This design comes from an exercise in tuning for small area, a short achievable clock period and few clock cycles on the open sky130 flow, not from production work. Only simulation tests tie the RTL to the original design; equivalence was not proved. Power and IR drop assume default switching activity.

== build 58 ==
==> flow/design.v (excerpt) <==
module lcd_img_ctrl #(
   parameter int unsigned IMG_W = 8,
   parameter int unsigned DW    = 8,
   parameter int unsigned AW    = 6
) (
   input  logic          clk,
   input  logic          reset,
   input  logic [3:0]    cmd,
   input  logic          cmd_valid,
   output logic          IROM_rd,
   output logic [AW-1:0] IROM_A,
   input  logic [DW-1:0] IROM_Q,
   output logic          IRAM_valid,
   output logic [DW-1:0] IRAM_D,
   output logic [AW-1:0] IRAM_A,
   output logic          busy,
   output logic          done
);
   localparam int NPIX = 64;
   function automatic logic [6:0] pe64(input logic [63:0] v);
      logic [7:0]  any8;
      logic [23:0] lo;
      logic [2:0]  g;
      logic        f;
      for (int i = 0; i < 8; i++) begin
         any8[i] = |v[i*8 +: 8];
         lo[i*3 +: 3] = 3'd0;
         for (int j = 7; j >= 0; j--) if (v[i*8 + j]) lo[i*3 +: 3] = 3'(j);
      end
      g = 3'd0;
      for (int i = 7; i >= 0; i--) if (any8[i]) g = 3'(i);
      f = |any8;
      pe64 = {f, g, lo[g*3 +: 3]};
   endfunction
   function automatic logic [63:0] dec64(input logic [5:0] a);
      dec64 = 64'd1 << a;
   endfunction
   logic [2:0]    x_q, y_q;              
   logic [7:0]    colW, rowW;            
   logic          fin_q;                 
   logic          s1_v, s1_fwd;
   logic [3:0]    s1_op;
   logic          s2_v;
   logic [7:0]    colS2, rowS2;          
   logic [DW-1:0] w_q [4];               
   logic          s2_mx, s2_mn, s2_avg, s2_perm;
   logic [7:0]    s2_src;
   logic          rv1;                   
   logic [AW-1:0] ra1;                   
   logic [NPIX-1:0] req_q;               
   logic [NPIX-1:0] dirty_q;             
   logic            fresh_q;             
   logic [NPIX-1:0] req_v, dirty_v;      
   logic          wv1;
   logic [AW-1:0] wa1;
   logic [DW-1:0] img [0:NPIX-1];
   assign req_v   = req_q;
   assign dirty_v = dirty_q;
   logic ready, s1_adv, take;
   logic [2:0] x_n, y_n;
   logic [7:0] colW_n, rowW_n;
   always_comb begin
      x_n = x_q;
      y_n = y_q;
      colW_n = colW;
      rowW_n = rowW;
      if (take) begin
         case (cmd)
            4'h1: if (!rowW[0]) begin y_n = y_q - 3'd1; rowW_n = rowW >> 1; end
            4'h2: if (!rowW[7]) begin y_n = y_q + 3'd1; rowW_n = rowW << 1; end
            4'h3: if (!colW[0]) begin x_n = x_q - 3'd1; colW_n = colW >> 1; end
  ...
Size: about 39 I/O pins, ~0.044 sq mm of cells after synthesis.
clock: 12.0 ns
lec_check: 0
cap_margin: 25
cell_pad_in_sites_detail_placement: 1
cell_pad_in_sites_global_placement: 2
core_margin: 2
core_utilization: 33
cts_buf_list: sky130_fd_sc_hd__clkbuf_8
cts_cluster_diameter: 50
cts_cluster_size: 14
place_density: 0.38
slew_margin: 25
standard.sh (not shown) runs the stock make flow with config.mk's settings and CLKGATE_MAP_FILE= SYNTH_SCRIPT=/design/flow/synth_recipe.tcl, a recipe that flattens the netlist after the stock synthesis.
==> flow/flow/run.sh <==
#!/bin/bash
# Own flow: the standard layout (standard synthesis, floorplan, placement, CTS, routing)
# at the design's clock period and constraints, with repair_timing asked to leave extra
# setup margin so that it also speeds up paths that already meet the 12 ns clock. Buffer
# removal is skipped in repair_timing so that no net is left close to its slew limit.
# The make output goes to flow_make.log here; each ORFS step keeps its own log under orfs/logs.
set -euo pipefail
bash standard.sh SETUP_SLACK_MARGIN=8 SKIP_BUFFER_REMOVAL=1 finish > flow_make.log 2>&1
Testbench counts of build 58, summed over its fixed seeds: cycles 4,436.
Input changes introduced in build 18 (baseline for comparison: build 58):
diff --git a/flow/config.mk b/flow/config.mk
--- a/flow/config.mk
+++ b/flow/config.mk
@@ -12 +12 @@
-export CORE_UTILIZATION = 33
+export CORE_UTILIZATION = 40
@@ -16 +16 @@
-export PLACE_DENSITY = 0.38
+export PLACE_DENSITY = 0.48
@@ -17,0 +18 @@
+export TNS_END_PERCENT = 60
### Flow results
Build 58 → build 18: global-route usage has increased; number of rows created at floorplan has decreased. Looking at area taken by multi-input logic gates across build 18 and build 58, the one that comes out lower is build 18. Per the comparison of build 18 with build 58, sequential share of layout area higher, fraction of layout cells with a size suffix above 1 lower, routed wirelength normalized by instance count lower, first-pass iteration count of the detailed router higher. Cmp build 18 vs build 58: cell count of the worst reg-to-reg path lower in build 18. Row layout overhead on the synthesized area: build 18 lower / build 58 higher.
Changes in build 17 relative to build 18:
diff --git a/flow/config.mk b/flow/config.mk
--- a/flow/config.mk
+++ b/flow/config.mk
@@ -18 +17,0 @@
-export TNS_END_PERCENT = 60
==> run summary <==
Taking build 18 as the reference, in build 17 routability congestion estimate closely matched the old numbers, final-layout worst hold slack climbed 9.9 ps, register area barely changed. Status | build 18 and build 17 | clean.
Changes in build 87 relative to build 17:
diff --git a/flow/config.mk b/flow/config.mk
--- a/flow/config.mk
+++ b/flow/config.mk
@@ -12 +12 @@
-export CORE_UTILIZATION = 40
+export CORE_UTILIZATION = 35
@@ -16 +16 @@
-export PLACE_DENSITY = 0.48
+export PLACE_DENSITY = 0.42
@@ -17,0 +18 @@
+export TNS_END_PERCENT = 60
Results
- Compared with build 17, build 87 shows largest vdd supply drop that has gone up by a little under 10%.
- Build 87 vs build 17 on number of clock buffers in the layout: build 87 is the higher one.
- Comparing fraction of power spent switching nets for build 87 and build 17, the bigger number came from build 87.
Edits applied to the flow inputs when going from build 87 to build 3:
diff --git a/flow/config.mk b/flow/config.mk
--- a/flow/config.mk
+++ b/flow/config.mk
@@ -14,2 +14,2 @@
-export CTS_CLUSTER_DIAMETER = 50
-export CTS_CLUSTER_SIZE = 14
+export CTS_CLUSTER_DIAMETER = 60
+export CTS_CLUSTER_SIZE = 18
@@ -18 +17,0 @@
-export TNS_END_PERCENT = 60
[summary]
- Diff build 87 -> build 3 | final core area utilization | decrease of 0.42 points
- Looking at power dissipated by switching net loads across both flows, build 3 is the stronger of the two, with build 87 trailing.
- Post-place instance area came out exactly the same in build 87 and build 3.
- On reg2reg setup slack: build 3 sits below build 87.
- Between build 87 and build 3, the flow reports area of all placed cells without fillers decreasing slightly.

Another version of the RTL of lcd_img_ctrl (not shown whole).
Size: ~4600 cells after synthesis, about 770 flip-flops, roughly 44000 µm² of cells after synthesis.
export LEC_CHECK = 0
export CAP_MARGIN = 20
export CELL_PAD_IN_SITES_DETAIL_PLACEMENT = 1
export CELL_PAD_IN_SITES_GLOBAL_PLACEMENT = 2
export CORE_MARGIN = 2
export CORE_UTILIZATION = 33
export CTS_BUF_LIST = sky130_fd_sc_hd__clkbuf_4 sky130_fd_sc_hd__clkbuf_8
export PLACE_DENSITY = 0.38
export SLEW_MARGIN = 20
create_clock -name core_clock -period 12.0 [get_ports {clk}]
==> flow/flow/run.sh <==
#!/bin/bash
# Own flow: the standard layout (standard synthesis, floorplan, placement, CTS, routing)
# at the design's clock period and constraints, with repair_timing asked to leave extra
# setup margin so that it also speeds up paths that already meet the 12 ns clock.
# The make output goes to flow_make.log here; each ORFS step keeps its own log under orfs/logs.
set -euo pipefail
bash standard.sh SETUP_SLACK_MARGIN=8 finish > flow_make.log 2>&1
Testbench counts at the start, summed over its fixed seeds: cycles 4,436.
Next try:
--- a/flow/flow/run.sh
+++ b/flow/flow/run.sh
@@ -4 +4,2 @@
-# setup margin so that it also speeds up paths that already meet the 12 ns clock.
+# setup margin so that it also speeds up paths that already meet the 12 ns clock. Buffer
+# removal is skipped in repair_timing so that no net is left close to its slew limit.
@@ -7 +8 @@
-bash standard.sh SETUP_SLACK_MARGIN=8 finish > flow_make.log 2>&1
+bash standard.sh SETUP_SLACK_MARGIN=8 SKIP_BUFFER_REMOVAL=1 finish > flow_make.log 2>&1
CAP_MARGIN = 25   (was 20)
CORE_UTILIZATION = 35   (was 33)
CTS_BUF_LIST = sky130_fd_sc_hd__clkbuf_8   (was sky130_fd_sc_hd__clkbuf_4 sky130_fd_sc_hd__clkbuf_8)
CTS_CLUSTER_DIAMETER = 50   (was unset)
CTS_CLUSTER_SIZE = 14   (was unset)
PLACE_DENSITY = 0.42   (was 0.38)
SLEW_MARGIN = 25   (was 20)
Outcome: Via count is lower by 1.3%; synthesized area stays the same; first-iteration DRC count went down by 2.8%; worst setup slack loses 86 ps; worst hold slack gets worse by 9.0 ps; combinational power fell by about 5%; core utilization is higher by 1.5 points; sequential share of layout area grows by 0.98 points; routed wire length shrinks by 6.3%; sequential cell count is unchanged.

-- port drivers added, routing unchanged --
In the flow no input, the clock included, has a driving cell. The finished layouts below were timed again as built, in two steps.
Step 1 sets driving cells, clkbuf_16 on the clock port and buf_2 on the other inputs (assumed; they add their load-dependent delay and slew).
Step 2 also shifts input and output timing later by t, the mid clock arrival at the registers, as if the neighbouring blocks saw the same clock.
a / b / c = ideal ports / drivers / drivers and shift; a / b = the first two.
| run | shift t [ns] | setup slack, ns | worst slew at a driven data input, ns |
|---|---|---|---|
| build 58 | 0.974 | 7.801 / 7.801 / 7.300 | 0.06 |
| build 18 | 0.930 | 7.789 / 7.741 / 7.272 | 0.04 |
| build 17 | 0.914 | 7.826 / 7.826 / 7.392 | 0.04 |
| build 87 | 0.989 | 7.844 / 7.844 / 7.392 | 0.03 |
| build 3 | 0.952 | 7.780 / 7.780 / 7.394 | 0.03 |
| the first run of note 2 | 1.020 | 7.868 / 7.830 / 7.275 | 0.04 |
| the second run of note 2 | 0.976 | 7.781 / 7.781 / 7.319 | 0.03 |
After both steps every run listed still meets setup and hold. The setup slack of the first run of note 2, which loses most, moves by -0.038 ns with the drivers and by -0.593 ns with both steps.
